What follows belongs to an exercise in optimizing a design on an open flow for small area, a short achievable clock period and few clock cycles per item; a production flow would make more cautious choices.
At most, simulation tests tie the RTL to the original design; equivalence was not proved.
Power and IR drop assume default switching activity.

Setup of run 1:
## mesh_line
module mesh_line #(
    parameter int NODE_COUNT = 4
) (
    input  logic                      clock,
    input  logic                      rst,
    input  logic                      fwd_in_valid,
    input  logic [15:0]               fwd_in_data,
    output logic                      fwd_in_credit,
    output logic                      fwd_out_valid,
    output logic [15:0]               fwd_out_data,
    output logic [3:0]                fwd_out_hops,
    input  logic                      fwd_out_credit,
    input  logic                      bwd_in_valid,
    input  logic [15:0]               bwd_in_data,
    output logic                      bwd_in_credit,
    output logic                      bwd_out_valid,
    output logic [15:0]               bwd_out_data,
    output logic [3:0]                bwd_out_hops,
    input  logic                      bwd_out_credit,
    input  logic [NODE_COUNT-1:0]     cfg_wren,
    input  logic [1:0]                cfg_op,
    input  logic [15:0]               cfg_operand
);
Size in the first run: ~1400 cells after synthesis, ~100 I/O pins, roughly 16000 µm² of cells after synthesis.
clock: 4.5 ns
lec_check: 0
cap_margin: 20
core_margin: 2
core_utilization: 55
place_density: 0.65
setup_slack_margin: 2.2
slew_margin: 20
standard.sh (not shown) runs the stock make flow with config.mk's settings and CLKGATE_MAP_FILE= SYNTH_SCRIPT=/design/flow/synth_recipe.tcl, a recipe that flattens the netlist after the stock synthesis.
==> flow/flow/run.sh <==
#!/bin/bash
# The standard layout, with two changes to how it is made:
#  - the buffer that every input and output port gets is a plain buf_2
#    (the default pick is a slow delay cell);
#  - clock tree synthesis clusters more sinks per buffer and adds no dummy loads.
# Each tool's full output stays in orfs/logs; make's own output goes to standard.log.
set -euo pipefail
export BUFFER_PORTS_ARGS="-buffer_cell sky130_fd_sc_hd__buf_2"
export CTS_ARGS="-sink_clustering_enable -repair_clock_nets -sink_clustering_size 20 -sink_clustering_max_diameter 60 -dont_use_dummy_load"
bash standard.sh > standard.log 2>&1
Run 1: PASS, flow complete, no timing, DRC or antenna violations
Testbench counts of run 1, summed over its fixed seeds: cycles 3,704, words 6,144.
The inputs of run 2 differ from those of run 1 as listed below.
- setting GPL_ROUTABILITY_DRIVEN to 0 for the first time
-- flow/flow/run.sh --
<<< run 1, line 7
set -euo pipefail
export BUFFER_PORTS_ARGS="-buffer_cell sky130_fd_sc_hd__buf_2"
export CTS_ARGS="-sink_clustering_enable -repair_clock_nets -sink_clustering_size 20 -sink_clustering_max_diameter 60 -dont_use_dummy_load"
bash standard.sh > standard.log 2>&1
>>> run 2, line 7
set -euo pipefail
export BUFFER_PORTS_ARGS="-buffer_cell sky130_fd_sc_hd__buf_2"
export CTS_ARGS="-sink_clustering_enable -repair_clock_nets -sink_clustering_size 30 -sink_clustering_max_diameter 100 -dont_use_dummy_load"
bash standard.sh > standard.log 2>&1
Relative to run 1, number of nets in the final layout decreased by 15 in run 2. Between run 2 and run 1, it is run 2 whose minimum hold slack is higher, by 0.0039 ns. Run 2 vs run 1 — peak ir drop on the vdd network dropped 22%. Smallest setup slack after layout of run 1 is on par with run 2.
#### Input delta (run 3 over run 2)
- removing GPL_ROUTABILITY_DRIVEN (formerly 0)
- setting CTS_CLUSTER_SIZE to 30 for the first time
- setting CTS_CLUSTER_DIAMETER to 100 for the first time
Notes after the runs:
Re combinational power share: run 2 and run 3 aren't equal, and the higher value belongs to run 3.
Compared with run 2, placement density in the core of run 3 is higher.
Worst voltage drop across the vdd grid for run 3 is higher than for run 2.
Delta (run 3 minus run 2): power held steady; sequential cell count held steady; wire length grew by 3.0%.
When the final numbers for run 2 and run 3 were put side by side, the setup slack turned out to be smaller in run 3.
Hold slack: run 2 vs run 3 — no meaningful difference
Higher overall fraction of global-route tracks in use was reported by run 3, not run 2.
In terms of non-clock buffer share of cell area, run 2 and run 3 differ only marginally.
The higher met2 layer wire length in the routed design of run 2 and run 3 is in run 3.


Another version of the RTL of mesh_line (not shown whole).
Size: about 1600 cells after synthesis, about 350 flip-flops, about 100 I/O pins.
// mesh_line
module mesh_line #(
    parameter int NODE_COUNT = 4
) (
    input  logic                      clock,
    input  logic                      rst,
    input  logic                      fwd_in_valid,
    input  logic [15:0]               fwd_in_data,
    output logic                      fwd_in_credit,
    output logic                      fwd_out_valid,
    output logic [15:0]               fwd_out_data,
    output logic [3:0]                fwd_out_hops,
    input  logic                      fwd_out_credit,
    input  logic                      bwd_in_valid,
    input  logic [15:0]               bwd_in_data,
    output logic                      bwd_in_credit,
    output logic                      bwd_out_valid,
    output logic [15:0]               bwd_out_data,
    output logic [3:0]                bwd_out_hops,
    input  logic                      bwd_out_credit,
    input  logic [NODE_COUNT-1:0]     cfg_wren,
    input  logic [1:0]                cfg_op,
    input  logic [15:0]               cfg_operand
);
clock: 4.5 ns
lec_check: 0
abc_clock_period_in_ps: 1800
cap_margin: 20
core_margin: 2
core_utilization: 40
place_density: 0.6
setup_slack_margin: 2.4
slew_margin: 20
run.sh (not shown) runs the stock make flow with config.mk's settings and CLKGATE_MAP_FILE= SYNTH_SCRIPT=/design/flow/synth_recipe.tcl, a recipe that flattens the netlist after the stock synthesis.
Stock flow here: none of the scripts above is used.
The starting point finished clean.
==> next run, changes <==
Settings changed: ABC_CLOCK_PERIOD_IN_PS 1800 to unset, SETUP_SLACK_MARGIN 2.4 to unset.
- The changed run produced a clean layout
- wire length fell by roughly a tenth
- cell count is lower by a few percent
- design area went down by about a fifth
- setup slack got worse by 0.49 ns
- non-clock buffer count goes down by 124
No run of this note included a check of the RTL's function; only the layout flow was run.


xenon:
The RTL this note starts from:
==> flow/design.v <==
package mesh_pkg;
    localparam int WORD_WIDTH = 16;
    localparam int HOP_WIDTH = 4;
    typedef logic [WORD_WIDTH-1:0] word_t;
    typedef logic [HOP_WIDTH-1:0]  hop_t;
    typedef struct packed {
        word_t data;
        hop_t  hops;
    } flit_t;
    localparam logic [1:0] OP_PASS = 2'd0;
    localparam logic [1:0] OP_ADD  = 2'd1;
    localparam logic [1:0] OP_XOR  = 2'd2;
    typedef struct packed {
        logic [1:0] op;
        word_t      operand;
    } node_cfg_t;
endpackage
module mesh_pipe (
    input  logic        add,
    input  logic [15:0] m,
    input  logic [15:0] x,
    output logic [15:0] y
);
    assign y = add ? x + m : x ^ m;
endmodule
module mesh_hop (
    input  logic        clock,
    input  logic        rst,
    input  logic        add0,
    input  logic [15:0] m0,
    input  logic        add1,
    input  logic [15:0] m1,
    input  logic        add2,
    input  logic [15:0] m2,
    input  logic        add3,
    input  logic [15:0] m3,
    input  logic        in_valid,
    input  logic [15:0] in_data,
    output logic        in_credit,
    output logic        out_valid,
    output logic [15:0] out_data,
    input  logic        out_credit
);
    logic        in_v;
    logic [15:0] in_d;
    logic [15:0] w;
    logic [15:0] q [4];
    logic [3:0]  qv;
    logic [3:0]  sink_cnt;    
    logic        pop;
    logic [15:0] a_in, b_in, c_in;
    logic        a_v, b_v, c_v;
    logic [15:0] a_d, b_d, c_d;
    logic        credit_q;
    mesh_pipe u_op0 (.add(add0), .m(m0), .x(in_data), .y(w));
    always_ff @(posedge clock) begin
        in_d <= w;
        if (rst) begin
            in_v <= 1'b0;
        end else begin
            in_v <= in_valid;
        end
    end
    assign pop = qv[0] && (sink_cnt[0] || out_credit);
    always_ff @(posedge clock) begin
        if (rst) begin
            qv       <= '0;
            sink_cnt <= 4'b1111;
            credit_q <= 1'b0;
        end else begin
            case ({in_v, pop})
                2'b10:   qv <= {qv[2:0], 1'b1};
                2'b01:   qv <= {1'b0, qv[3:1]};
                default: qv <= qv;
            endcase
            case ({out_credit, pop})
                2'b10:   sink_cnt <= {sink_cnt[2:0], 1'b1};
                2'b01:   sink_cnt <= {1'b0, sink_cnt[3:1]};
                default: sink_cnt <= sink_cnt;
            endcase
            credit_q <= pop;
        end
    end
    always_ff @(posedge clock) begin
        for (int i = 0; i < 4; i++) begin
            if (pop) begin
                if (in_v && (i == 3 ? qv[3] : (qv[i] && !qv[i+1]))) begin
                    q[i] <= in_d;
                end else if (i < 3) begin
                    q[i] <= q[(i < 3) ? i + 1 : i];
                end
            end else if (in_v && !qv[i] && (i == 0 || qv[(i > 0) ? i - 1 : 0])) begin
                q[i] <= in_d;
            end
        end
    end
    mesh_pipe u_op1 (.add(add1), .m(m1), .x(q[0]), .y(a_in));
    mesh_pipe u_op2 (.add(add2), .m(m2), .x(a_d),  .y(b_in));
    mesh_pipe u_op3 (.add(add3), .m(m3), .x(b_d),  .y(c_in));
    always_ff @(posedge clock) begin
        a_d <= a_in;
        b_d <= b_in;
        c_d <= c_in;
        if (rst) begin
            a_v <= 1'b0;
            b_v <= 1'b0;
            c_v <= 1'b0;
        end else begin
            a_v <= pop;
            b_v <= a_v;
            c_v <= b_v;
        end
    end
    assign out_valid = c_v;
    assign out_data  = c_d;
    assign in_credit = credit_q;
endmodule
module mesh_node (
    input  logic        clock,
    input  logic        load,       
    input  logic        add_in,     
    input  logic [15:0] m_in,       
    output logic        add,
    output logic [15:0] m
);
    always_ff @(posedge clock) begin
        if (load) begin
            add <= add_in;
            m   <= m_in;
        end
    end
endmodule
module mesh_line #(
    parameter int NODE_COUNT = 4
) (
    input  logic                      clock,
    input  logic                      rst,
    input  logic                      fwd_in_valid,
    input  logic [15:0]               fwd_in_data,
    output logic                      fwd_in_credit,
    output logic                      fwd_out_valid,
    output logic [15:0]               fwd_out_data,
    output logic [3:0]                fwd_out_hops,
    input  logic                      fwd_out_credit,
    input  logic                      bwd_in_valid,
    input  logic [15:0]               bwd_in_data,
    output logic                      bwd_in_credit,
    output logic                      bwd_out_valid,
    output logic [15:0]               bwd_out_data,
    output logic [3:0]                bwd_out_hops,
    input  logic                      bwd_out_credit,
    input  logic [NODE_COUNT-1:0]     cfg_wren,
    input  logic [1:0]                cfg_op,
    input  logic [15:0]               cfg_operand
);
    logic        add_in;
    logic [15:0] m_in;
    logic        add0, add1, add2, add3;
    logic [15:0] m0, m1, m2, m3;
    assign add_in = !rst && (cfg_op == mesh_pkg::OP_ADD);
    assign m_in   = (!rst && (cfg_op != mesh_pkg::OP_PASS)) ? cfg_operand : 16'd0;
    mesh_node node0 (.clock(clock), .load(rst || cfg_wren[0]), .add_in(add_in), .m_in(m_in), .add(add0), .m(m0));
    mesh_node node1 (.clock(clock), .load(rst || cfg_wren[1]), .add_in(add_in), .m_in(m_in), .add(add1), .m(m1));
    mesh_node node2 (.clock(clock), .load(rst || cfg_wren[2]), .add_in(add_in), .m_in(m_in), .add(add2), .m(m2));
    mesh_node node3 (.clock(clock), .load(rst || cfg_wren[3]), .add_in(add_in), .m_in(m_in), .add(add3), .m(m3));
    mesh_hop fwd (
        .clock      (clock),
        .rst        (rst),
        .add0       (add0), .m0 (m0),
        .add1       (add1), .m1 (m1),
        .add2       (add2), .m2 (m2),
        .add3       (add3), .m3 (m3),
        .in_valid   (fwd_in_valid),
        .in_data    (fwd_in_data),
        .in_credit  (fwd_in_credit),
        .out_valid  (fwd_out_valid),
        .out_data   (fwd_out_data),
        .out_credit (fwd_out_credit)
    );
    mesh_hop bwd (
        .clock      (clock),
        .rst        (rst),
        .add0       (add3), .m0 (m3),
        .add1       (add2), .m1 (m2),
        .add2       (add1), .m2 (m1),
        .add3       (add0), .m3 (m0),
        .in_valid   (bwd_in_valid),
        .in_data    (bwd_in_data),
        .in_credit  (bwd_in_credit),
        .out_valid  (bwd_out_valid),
        .out_data   (bwd_out_data),
        .out_credit (bwd_out_credit)
    );
    assign fwd_out_hops = 4'(NODE_COUNT);
    assign bwd_out_hops = 4'(NODE_COUNT);
endmodule
Settings: LEC_CHECK=0, CAP_MARGIN=20, CORE_MARGIN=2, CORE_UTILIZATION=70, PLACE_DENSITY=0.8, SETUP_SLACK_MARGIN=2.2, SLEW_MARGIN=20; clock period 4.5 ns.
standard.sh (not shown) runs the stock make flow with config.mk's settings and CLKGATE_MAP_FILE= SYNTH_SCRIPT=/design/flow/synth_recipe.tcl, a recipe that flattens the netlist after the stock synthesis.
==> flow/flow/run.sh <==
#!/bin/bash
# The standard layout, with two changes to how it is made:
#  - the buffer that every input and output port gets is a plain buf_2
#    (the default pick is a slow delay cell);
#  - clock tree synthesis clusters more sinks per buffer and adds no dummy loads.
# Each tool's full output stays in orfs/logs; make's own output goes to standard.log.
set -euo pipefail
export BUFFER_PORTS_ARGS="-buffer_cell sky130_fd_sc_hd__buf_2"
export CTS_ARGS="-sink_clustering_enable -repair_clock_nets -sink_clustering_size 30 -sink_clustering_max_diameter 100 -dont_use_dummy_load"
bash standard.sh > standard.log 2>&1
Testbench counts of xenon, summed over its fixed seeds: cycles 3,704, words 6,144.
What pepper does differently from xenon at the input level:
- CORE_UTILIZATION now 55, was 70
- PLACE_DENSITY now 0.65, was 0.8
==> flow/run.sh (new file) <==
#!/bin/bash
# synth_recipe.tcl (not shown) runs the flow's synth.tcl, then flattens the netlist and writes it again
# the make line also repeats each setting of config.mk as NAME=value (left out here)
make -C /OpenROAD-flow-scripts/flow DESIGN_CONFIG=/design/flow/config.mk WORK_HOME=/design/flow/orfs CLKGATE_MAP_FILE= SYNTH_SCRIPT=/design/flow/synth_recipe.tcl finish
removed: flow/flow/run.sh
removed: flow/standard.sh
==> comparison <==
- Relative to xenon, clock skew has gone down in pepper.
- The critical path buffer and inverter count on pepper is in line with that on xenon.
- | total via count in the routed design | pepper vs xenon | ≈ equal |
- Going from xenon to pepper, wire length of the first global-routing pass now larger, post-CTS clock slew at the launch and capture registers of the worst setup and hold paths went down.
### pepper -> cedar
- a change of CORE_UTILIZATION from 55 to 70
- a change of PLACE_DENSITY from 0.65 to 0.8
[summary]
- Looking at minimum period implied by the final worst setup slack, cedar sits 0.025 ns below pepper.
- Global-route track usage on met1 was lower in pepper than in cedar.
- Compare pepper and cedar | overall power lower: pepper
- The area taken by multi-input logic gates number comes out lower for cedar vs pepper.
- Compared with pepper, cedar shows a delay of the slowest cell on the worst path that is 0.02 ns lower.
#### Input delta (ember over cedar)
- PLACE_DENSITY now 0.6, was 0.8
- SETUP_SLACK_MARGIN no longer set, was 2.2
- CORE_UTILIZATION now 40, was 70
- In ember, the clock-buffer cell count came out about 6% above the value in cedar.
- In the tables for ember and cedar, hold slack reads lower with ember.
- In the tables for ember and cedar, final estimated routing congestion in global placement reads lower with ember.
- Relative to cedar, ember degrades fmax.
- As far as cell depth of the worst min-delay path goes, ember and cedar are indistinguishable; the numbers are identical.
Edits applied to the flow inputs when going from ember to yarrow:
- SETUP_SLACK_MARGIN: unset -> 2.8
- CORE_UTILIZATION: 40 -> 55
- PLACE_DENSITY: 0.6 -> 0.65
Findings:
- Delta (yarrow minus ember): die outline width fell about 14%; utilization rose 31 points.
- In the flow results for yarrow and ember, the wire length of the first global-routing pass is larger on yarrow.
- Pin count of the biggest net entering global routing: yarrow lower than ember
- Average wire length per cell after detail routing ended up 13% higher on yarrow than on ember.
- Reported for yarrow and ember, share of synthesized cell area in and, or, nand and nor gates turned out identical to the last digit.
- The fraction of synthesized cell area in xor and xnor cells on ember is in line with that on yarrow.
- Routed wire in yarrow totals more than in ember.
- Higher global routing met1 resource utilization was reported by yarrow, not ember.

==> re-timing with driven ports <==
No port has a modelled driver above. Below, the same layouts with a new extraction and two added sets of constraints. Step 1, drivers: a clkbuf_16 drives clock and a buf_2 each remaining input, both assumed. Step 2 adds t to the input delays and takes it off the output delays; t is the mean of the earliest and latest rising clock arrival at the registers after step 1. Input paths then give back, and output paths get back, about the clock's delay inside the block. Slacks: ideal ports / drivers / drivers and shift; pairs: ideal ports / drivers.
| run | t, ns | setup WS [ns] | slew at the worst register clock pin (ns) |
|---|---|---|---|
| run 1 | 0.597 | 2.275 / 2.275 / 1.853 | 0.08 / 0.08 |
| run 2 | 0.543 | 2.276 / 2.276 / 1.859 | 0.12 / 0.12 |
| run 3 | 0.549 | 2.261 / 2.261 / 1.863 | 0.11 / 0.11 |
| the first run of note 2 | 0.599 | 1.670 / 1.670 / 1.670 | 0.06 / 0.06 |
| the second run of note 2 | 0.599 | 1.180 / 1.180 / 1.013 | 0.06 / 0.06 |
| xenon | 0.544 | 2.195 / 2.195 / 1.839 | 0.12 / 0.12 |
| pepper | 0.571 | 2.164 / 2.164 / 1.651 | 0.06 / 0.06 |
| cedar | 0.576 | 2.189 / 2.169 / 1.644 | 0.07 / 0.07 |
| ember | 0.597 | 1.867 / 1.867 / 1.311 | 0.07 / 0.07 |
| yarrow | 0.581 | 2.316 / 2.316 / 1.810 | 0.07 / 0.07 |
After both steps every run listed still meets setup and hold. For ember, which loses most, drivers alone change the setup slack by 0.000 ns; drivers and shift together by -0.556 ns.
